Background: an optimization exercise with open tools, aiming at small area. Do not read the settings as production practice.
In this exercise RTL edits were held to simulation tests only and were not proved equivalent to the original.

==> design/flow/design.v <==
package mapper_pkg;
	typedef logic [9:0] coord_t;
	typedef logic [2:0] tile_t;
	typedef logic [7:0] channel_t;
	typedef struct packed {
		coord_t x;
		coord_t y;
	} point_t;
	typedef struct packed {
		coord_t x;
		coord_t y;
		coord_t half_w;
		coord_t half_h;
	} box_t;
	typedef struct packed {
		channel_t red;
		channel_t green;
		channel_t blue;
	} rgb_t;
	typedef struct packed {
		logic player_bullet;
		logic enemy_bullet;
		logic enemy;
		logic player;
		logic life;
	} layer_hits_t;
	typedef struct packed {
		logic blank;
		logic start;
		logic over;
		logic play;
		logic border;
	} screen_t;
	localparam int N_TILES = 6;
	function automatic rgb_t tile_palette(tile_t t);
		case (t)
			3'd0:    tile_palette = 24'h4090f0;
			3'd1:    tile_palette = 24'h1040c0;
			3'd2:    tile_palette = 24'h30a030;
			3'd3:    tile_palette = 24'h807060;
			3'd4:    tile_palette = 24'h704018;
			default: tile_palette = 24'h207020;
		endcase
	endfunction
	localparam rgb_t COLOR_BLACK  = 24'h000000;
	localparam rgb_t COLOR_WHITE  = 24'hffffff;
	localparam rgb_t COLOR_RED    = 24'hff0000;
	localparam rgb_t COLOR_ENEMY  = 24'hd08020;
	localparam rgb_t COLOR_PLAYER = 24'h2060ff;
	localparam rgb_t COLOR_LIFE   = 24'hffc040;
	localparam rgb_t COLOR_START  = 24'h181860;
	localparam rgb_t COLOR_BANNER = 24'hc02020;
	localparam coord_t BANNER_X0 = 10'd270;
	localparam coord_t BANNER_X1 = 10'd370;
	localparam coord_t BANNER_Y0 = 10'd150;
	localparam coord_t BANNER_Y1 = 10'd225;
endpackage
module pixel_decode #(
	parameter int N_BULLETS  = 5,
	parameter int BULLET_R   = 2,
	parameter int LIFE_HALF  = 5,
	parameter int LIFE_PITCH = 20
) (
	input  logic                    pixel_clk,
	input  logic                    arst_n,
	input  logic                    blank,
	input  logic                    start,
	input  logic                    over,
	input  logic                    play,
	input  mapper_pkg::coord_t      draw_x,
	input  mapper_pkg::coord_t      draw_y,
	input  mapper_pkg::tile_t       tile,
	input  logic [20*N_BULLETS-1:0]  bullets,
	input  mapper_pkg::point_t      enemy_bullet,
	input  mapper_pkg::box_t        enemy,
	input  logic                    enemy_alive,
	input  mapper_pkg::box_t        player,
	input  logic [1:0]              lives,
	output mapper_pkg::layer_hits_t hits,
	output mapper_pkg::tile_t       tile_q,
	output mapper_pkg::screen_t     screen
);
	localparam int     R_SQ     = BULLET_R * BULLET_R;
	localparam mapper_pkg::coord_t LIFE_Y   = 10'd20;
	localparam mapper_pkg::coord_t BORDER_X = 10'd10;
	mapper_pkg::layer_hits_t hits_d;
	logic        border;
	function automatic logic signed [10:0] offset(input logic [9:0] a, input logic [9:0] b);
		offset = $signed({1'b0, a}) - $signed({1'b0, b});
	endfunction
	function automatic logic in_circle(input logic [9:0] px, input logic [9:0] py, input logic [19:0] c);
		logic signed [10:0] dx;
		logic signed [10:0] dy;
		logic [21:0]        d2;
		dx = offset(px, c[19:10]);
		dy = offset(py, c[9:0]);
		d2 = dx * dx + dy * dy;
		in_circle = d2 <= 22'(R_SQ);
	endfunction
	function automatic logic in_box(input logic [9:0] px, input logic [9:0] py, input logic [39:0] b);
		logic signed [10:0] dx;
		logic signed [10:0] dy;
		logic signed [10:0] hw;
		logic signed [10:0] hh;
		dx = offset(px, b[39:30]);
		dy = offset(py, b[29:20]);
		hw = $signed({1'b0, b[19:10]});
		hh = $signed({1'b0, b[9:0]});
		in_box = (dx <= hw) && (dx >= -hw) && (dy <= hh) && (dy >= -hh);
	endfunction
	function automatic logic [39:0] life_box(input int k);
		life_box = {10'(k * LIFE_PITCH), LIFE_Y, 10'(LIFE_HALF), 10'(LIFE_HALF)};
	endfunction
	always_comb begin
		hits_d = '0;
		for (int i = 0; i < N_BULLETS; i++) begin
			if (in_circle(draw_x, draw_y, bullets[20*i +: 20])) begin
				hits_d.player_bullet = 1'b1;
			end
		end
		hits_d.enemy_bullet = in_circle(draw_x, draw_y, enemy_bullet);
		hits_d.enemy        = enemy_alive && in_box(draw_x, draw_y, enemy);
		hits_d.player       = in_box(draw_x, draw_y, player);
		for (int k = 1; k <= 3; k++) begin
			if ((int'(lives) < 4 - k) && in_box(draw_x, draw_y, life_box(k))) begin
				hits_d.life = 1'b1;
			end
		end
	end
	assign border = (draw_x <= BORDER_X);
	always_ff @(posedge pixel_clk or negedge arst_n) begin
		if (!arst_n) begin
			hits   <= '0;
			tile_q <= '0;
			screen <= '0;
		end else begin
			hits          <= hits_d;
			tile_q        <= tile;
			screen.blank  <= blank;
			screen.start  <= start;
			screen.over   <= over;
			screen.play   <= play;
			screen.border <= border;
		end
	end
endmodule
module layer_compose (
	input  logic                    pixel_clk,
	input  logic                    arst_n,
	input  mapper_pkg::layer_hits_t hits,
	input  mapper_pkg::tile_t       tile_q,
	input  mapper_pkg::screen_t     screen_in,
	output mapper_pkg::rgb_t        play_color,
	output mapper_pkg::screen_t     screen_out
);
	mapper_pkg::rgb_t background;
	mapper_pkg::rgb_t color_d;
	always_comb begin
		if (tile_q < 3'(mapper_pkg::N_TILES)) begin
			background = mapper_pkg::tile_palette(tile_q);
		end else begin
			background = mapper_pkg::COLOR_BLACK;
		end
	end
	always_comb begin
		color_d = background;
		if (hits.player_bullet) begin
			color_d = mapper_pkg::COLOR_WHITE;
		end
		if (hits.enemy_bullet) begin
			color_d = mapper_pkg::COLOR_RED;
		end
		if (hits.enemy) begin
			color_d = mapper_pkg::COLOR_ENEMY;
		end
		if (hits.player) begin
			color_d = mapper_pkg::COLOR_PLAYER;
		end
		if (hits.life) begin
			color_d = mapper_pkg::COLOR_LIFE;
		end
	end
	always_ff @(posedge pixel_clk or negedge arst_n) begin
		if (!arst_n) begin
			play_color <= '0;
			screen_out <= '0;
		end else begin
			play_color <= color_d;
			screen_out <= screen_in;
		end
	end
endmodule
module frame_output (
	input  logic                 pixel_clk,
	input  logic                 arst_n,
	input  mapper_pkg::rgb_t     play_color,
	input  mapper_pkg::screen_t  screen,
	input  mapper_pkg::coord_t   draw_x,
	input  mapper_pkg::coord_t   draw_y,
	output mapper_pkg::channel_t red,
	output mapper_pkg::channel_t green,
	output mapper_pkg::channel_t blue
);
	mapper_pkg::point_t xy_q0;
	mapper_pkg::point_t xy_q1;
	logic   in_banner;
	mapper_pkg::rgb_t   pix_d;
	mapper_pkg::rgb_t   pix_q;
	always_ff @(posedge pixel_clk or negedge arst_n) begin
		if (!arst_n) begin
			xy_q0 <= '0;
			xy_q1 <= '0;
		end else begin
			xy_q0.x <= draw_x;
			xy_q0.y <= draw_y;
			xy_q1   <= xy_q0;
		end
	end
	assign in_banner = (xy_q1.x >= mapper_pkg::BANNER_X0) && (xy_q1.x <= mapper_pkg::BANNER_X1) &&
		(xy_q1.y >= mapper_pkg::BANNER_Y0) && (xy_q1.y <= mapper_pkg::BANNER_Y1);
	always_comb begin
		if (!screen.blank) begin
			pix_d = mapper_pkg::COLOR_BLACK;
		end else if (screen.start) begin
			pix_d = screen.border ? mapper_pkg::COLOR_BLACK : mapper_pkg::COLOR_START;
		end else if (screen.over) begin
			pix_d = in_banner ? mapper_pkg::COLOR_BANNER : mapper_pkg::COLOR_BLACK;
		end else if (screen.play) begin
			pix_d = play_color;
		end else begin
			pix_d = mapper_pkg::COLOR_BLACK;
		end
	end
	always_ff @(posedge pixel_clk or negedge arst_n) begin
		if (!arst_n) begin
			pix_q <= '0;
		end else begin
			pix_q <= pix_d;
		end
	end
	assign red   = pix_q.red;
	assign green = pix_q.green;
	assign blue  = pix_q.blue;
endmodule
module color_mapper #(
	parameter int N_BULLETS  = 5,
	parameter int BULLET_R   = 2,
	parameter int LIFE_HALF  = 5,
	parameter int LIFE_PITCH = 20
) (
	input  logic                 pixel_clk,
	input  logic                 arst_n,
	input  logic                 blank,
	input  logic                 start,
	input  logic                 over,
	input  logic                 play,
	input  mapper_pkg::coord_t   draw_x,
	input  mapper_pkg::coord_t   draw_y,
	input  mapper_pkg::tile_t    tile,
	input  logic [20*N_BULLETS-1:0]  bullets,
	input  mapper_pkg::point_t   enemy_bullet,
	input  mapper_pkg::box_t     enemy,
	input  logic                 enemy_alive,
	input  mapper_pkg::box_t     player,
	input  logic [1:0]           lives,
	output mapper_pkg::channel_t red,
	output mapper_pkg::channel_t green,
	output mapper_pkg::channel_t blue
);
	mapper_pkg::layer_hits_t hits;
	mapper_pkg::tile_t       tile_q;
	mapper_pkg::screen_t     screen_dec;
	mapper_pkg::screen_t     screen_cmp;
	mapper_pkg::rgb_t        play_color;
	pixel_decode #(
		.N_BULLETS  (N_BULLETS),
		.BULLET_R   (BULLET_R),
		.LIFE_HALF  (LIFE_HALF),
		.LIFE_PITCH (LIFE_PITCH)
	) decode_i (
		.pixel_clk, .arst_n,
		.blank, .start, .over, .play,
		.draw_x, .draw_y, .tile,
		.bullets, .enemy_bullet, .enemy, .enemy_alive, .player, .lives,
		.hits, .tile_q, .screen (screen_dec)
	);
	layer_compose compose_i (
		.pixel_clk, .arst_n,
		.hits, .tile_q,
		.screen_in  (screen_dec),
		.play_color,
		.screen_out (screen_cmp)
	);
	frame_output output_i (
		.pixel_clk, .arst_n,
		.play_color,
		.screen (screen_cmp),
		.draw_x, .draw_y,
		.red, .green, .blue
	);
endmodule
module color_mapper_top (
	input  logic        pixel_clk,
	input  logic        arst_n,
	input  logic        blank,
	input  logic        start,
	input  logic        over,
	input  logic        play,
	input  logic [9:0]  draw_x,
	input  logic [9:0]  draw_y,
	input  logic [2:0]  tile,
	input  logic [99:0] bullets,
	input  logic [19:0] enemy_bullet,
	input  logic [39:0] enemy,
	input  logic        enemy_alive,
	input  logic [39:0] player,
	input  logic [1:0]  lives,
	output logic [7:0]  red,
	output logic [7:0]  green,
	output logic [7:0]  blue
);
	color_mapper #(.N_BULLETS(5)) mapper_i (
		.pixel_clk, .arst_n,
		.blank, .start, .over, .play,
		.draw_x, .draw_y, .tile,
		.bullets      (bullets),
		.enemy_bullet (enemy_bullet),
		.enemy        (enemy),
		.enemy_alive,
		.player       (player),
		.lives,
		.red, .green, .blue
	);
endmodule
==> design/flow/run.sh <==
#!/bin/bash
# synth_recipe.tcl (not shown) runs the flow's synth.tcl, then flattens the netlist and writes it again
# the make line also repeats each setting of config.mk as NAME=value (left out here)
make -C /OpenROAD-flow-scripts/flow DESIGN_CONFIG=/design/flow/config.mk WORK_HOME=/design/flow/orfs CLKGATE_MAP_FILE= SYNTH_SCRIPT=/design/flow/synth_recipe.tcl finish
==> design/flow/config.mk <==
export PLATFORM = sky130hd
export DESIGN_NAME = color_mapper_top
export DESIGN_NICKNAME = color_mapper_top
export VERILOG_FILES = /design/flow/design.v
export SDC_FILE = /design/flow/constraint.sdc
export NUM_CORES = 4
export LEC_CHECK = 0
export CAP_MARGIN = 20
export CORE_MARGIN = 2
export CORE_UTILIZATION = 40
export PLACE_DENSITY = 0.6
export SLEW_MARGIN = 20
==> design/flow/constraint.sdc <==
create_clock -name core_clock -period 15.0 [get_ports {pixel_clk}]
set_input_delay 3.0000 -clock core_clock [delete_from_list [all_inputs] [get_ports {pixel_clk}]]
set_output_delay 3.0000 -clock core_clock [all_outputs]
set_load 0.01 [all_outputs]
==> run summary <==
[cells by family after synthesis]
family,after synthesis
AO/OA/AOI/OAI,709
XOR/XNOR,304
adder cells (fa/ha/maj),2172
buffers and inverters,2192
flip-flops,90
multiplexers,21
AND/OR/NAND/NOR,1595
[synthesized netlist by cell type (27+ instances only)]
master | count | area (µm²)
a21o_1 | 73 | 548
a21oi_1 | 180 | 901
a31oi_1 | 45 | 282
and2_1 | 78 | 488
and3_1 | 27 | 169
clkbuf_1 | 75 | 282
dfrtp_1 | 90 | 2250
fa_1 | 1434 | 28700
ha_1 | 738 | 9230
inv_1 | 2067 | 7760
nand2_1 | 532 | 2000
nand2b_1 | 70 | 438
nand3_1 | 56 | 280
nand4_1 | 33 | 206
nor2_1 | 559 | 2100
nor2b_1 | 64 | 400
nor3_1 | 69 | 345
o21ai_0 | 138 | 691
o21ai_1 | 30 | 150
xnor2_1 | 209 | 1830
xor2_1 | 91 | 797
[worst paths after layout]
kind | start | end | slack (ns) | cells past startpoint
min in group asynchronous | arst_n | mapper_i.output_i.pix_q[3] | 2.47 | 1
worst max-delay path | draw_y[0] | mapper_i.decode_i.hits[3] | 1.46 | 33
worst max register to register | mapper_i.output_i.xy_q1[1] | mapper_i.output_i.pix_q[5] | 12.80 | 7
max in group asynchronous | arst_n | mapper_i.output_i.pix_q[22] | 11.62 | 3
worst min register to register | mapper_i.output_i.xy_q0[15] | mapper_i.output_i.xy_q1[15] | 0.35 | 0
worst min-delay path | mapper_i.output_i.xy_q0[15] | mapper_i.output_i.xy_q1[15] | 0.35 | 0
[placed cells by master (no fill, tap or decap), types with 27 or more instances in the layout]
master           synthesis  layout
nand2_1                532     532
a21o_1                  73      73
fa_1                  1434    1434
nand2b_1                70      70
clkdlybuf4s50_1          0     236
xnor2_1                209     209
buf_4                    6      78
ha_1                   738     738
a31oi_1                 45      45
xor2_1                  91      90
o21ai_0                138     138
nand4_1                 33      33
inv_1                 2067    2067
dfrtp_1                 90      90
nor3_1                  69      69
and2_1                  78      78
and3_1                  27      27
o21ai_1                 30      30
a21oi_1                180     180
nor2b_1                 64      64
nand3_1                 56      56
nor2_1                 559     559
[final cells by class]
type / instances / area (µm²)
flip-flops and latches: 90 / 2250
inverters: 2110 / 7920
diodes: 5 / 12.5
well taps: 2058 / 2570
multi-input cells: 4801 / 52600
clock buffers: 9 / 225
clock inverters: 7 / 81.3
fillers: 15600 / 87600
repair buffers: 332 / 3060
[per-stage QoR]
stage                     utilization [%]  hold WS, ns  setup WS [ns]
after floorplan                         -        0.331           3.55
after global placement               43.7        0.331           1.22
after detailed placement             43.7        0.335           1.08
after CTS                            43.9        0.353           1.48
after global routing                 43.9        0.355          0.829
final                                44.0        0.345           1.46
[metal layers]
layer	wire length, µm	vias to the layer above
li1	-	21800
met1	80900	23800
met2	80300	1332
met3	13400	195
met4	4750	28
met5	189	-
[flip-flops by register name, indices dropped and copies added (netlist names)]
| register | cells |
|---|---|
| mapper_i.decode_i.hits | 5 |
| mapper_i.output_i.xy_q1 | 19 |
| mapper_i.compose_i.play_color | 16 |
| mapper_i.output_i.pix_q | 18 |
| mapper_i.decode_i.tile_q | 3 |
| mapper_i.decode_i.screen | 5 |
| mapper_i.compose_i.screen_out | 5 |
| mapper_i.output_i.xy_q0 | 19 |
==> out/results.tsv <==
metric	value	unit
synth_ff_type	dfrtp_1	
drive_gt1_share	2.37	%
dp_hpwl	158000	µm
syn2layout_area_growth	8.93	%
post_cts_buffers	0	
dieArea	0.161	mm²
worst_path_largest_cell_delay	0.70	ns
antenna_found_initial	31	
synth_fp_nets	9487	
cts_root_buf	clkbuf_16	
placed_area	0.0684	mm²
worstSkewPairLatency	0.37	ns
overflow	0	
rows	145	
dieHeight	401	µm
nets	9748	
drv_slew	0	
synth_top_family_by_area	adder cells	
rsz0062_at_grt	no	
grt_use_total	23.0	%
synth_warnings	3	
endpoint_kind	register	
yosysUniqueCellTypes	75	
final_hold_viol_count	0	
cts-htree-levels	3	
coreArea	0.156	mm²
crit_path_start_kind	primary input	
cp_top_family	adder cells	
wl_per_cell	19.1	µm
busiest_layer	met2	
portBuffers	255	
via_per_inst	5.01	
dr.first_iter.drc_count	2912	
synth_xor_area_share	4.29	%
hold_class	register to register	
grt_util_met3	3.91	%
use_met2	36.2	%
drc	0	
setup_viol	0	
tritoncts	yes	
io_pins	256	
met1_usage	33.1	%
cts_buffers	9	
dp.cells	9390	
synth.area.mux_share	0.343	%
cts_resized	0	
synthArstFlopShare	100	%
place.gp.congestion	0.930	
grt_pass1_wl	286000	µm
path_common_cell	fa_1	
cts_sinks	90	
cp.arrival	13.81	ns
cts.clk_slew.worst_paths	0.09	ns
synth_compound_area_share	7.22	%
antenna_left	0	
start_util	40.4	%
stdcell_count	9412	
fin_crit_sh	90.3	%
crit_slowest_cell	inv_1	
path_class	primary input to register	
grt_start_max_net_pins	75	
finalWirelength	180000	µm
postLayoutCellArea	0.0687	mm²
yosys.area_share.adder	60.1	%
worst-path-max-fanout	14	
first_global_vias	50400	
finalClockSkew	0.0169	ns
fmax	73.9	MHz
first_pass_iters	6	
status	finished clean	
finalSetupTns	0	ns
clock_path_buffers	2	
vias	47100	
postSynthCellCount	7083	
cap_violations	0	
slew_headroom	20.4	%
ys_seq_area_share	3.57	%
die_x	401	µm
worstMarginPinSlew	1.19	ns
syn_area	0.0631	mm²
crit_required	15.27	ns
holdBufCountCts	0	
syn_area_per_cell	8.91	µm²
layout_min_cycle_time	13.54	ns
synth_seq_cells	90	
synth_edf_count	0	
synthSimpleGateAreaFrac	11.4	%
critPathBufInv	6	

-- re-timing with driven ports --
No port has a modelled driver above. Below, the same layout with a new extraction and two added sets of constraints. Step 1 assumes that a clkbuf_16 drives the clock port and a buf_2 every other input. Step 2 adds t to the input delays and takes it off the output delays; t is the mean of the earliest and latest rising clock arrival at the registers after step 1. Input paths then give back, and output paths get back, about the clock's delay inside the block. a / b / c = ideal / step 1 / step 2; a / b = the first two.
t, ns: 0.435
setup slack, ns: 1.460 / 1.500 / 1.065
latest minus earliest clock arrival (ns): 0.017 / 0.017
cell pins on the clock port's net: 1
After both steps this run still meets setup and hold. The setup slack of this run moves by +0.040 ns with the drivers and by -0.395 ns with both steps.
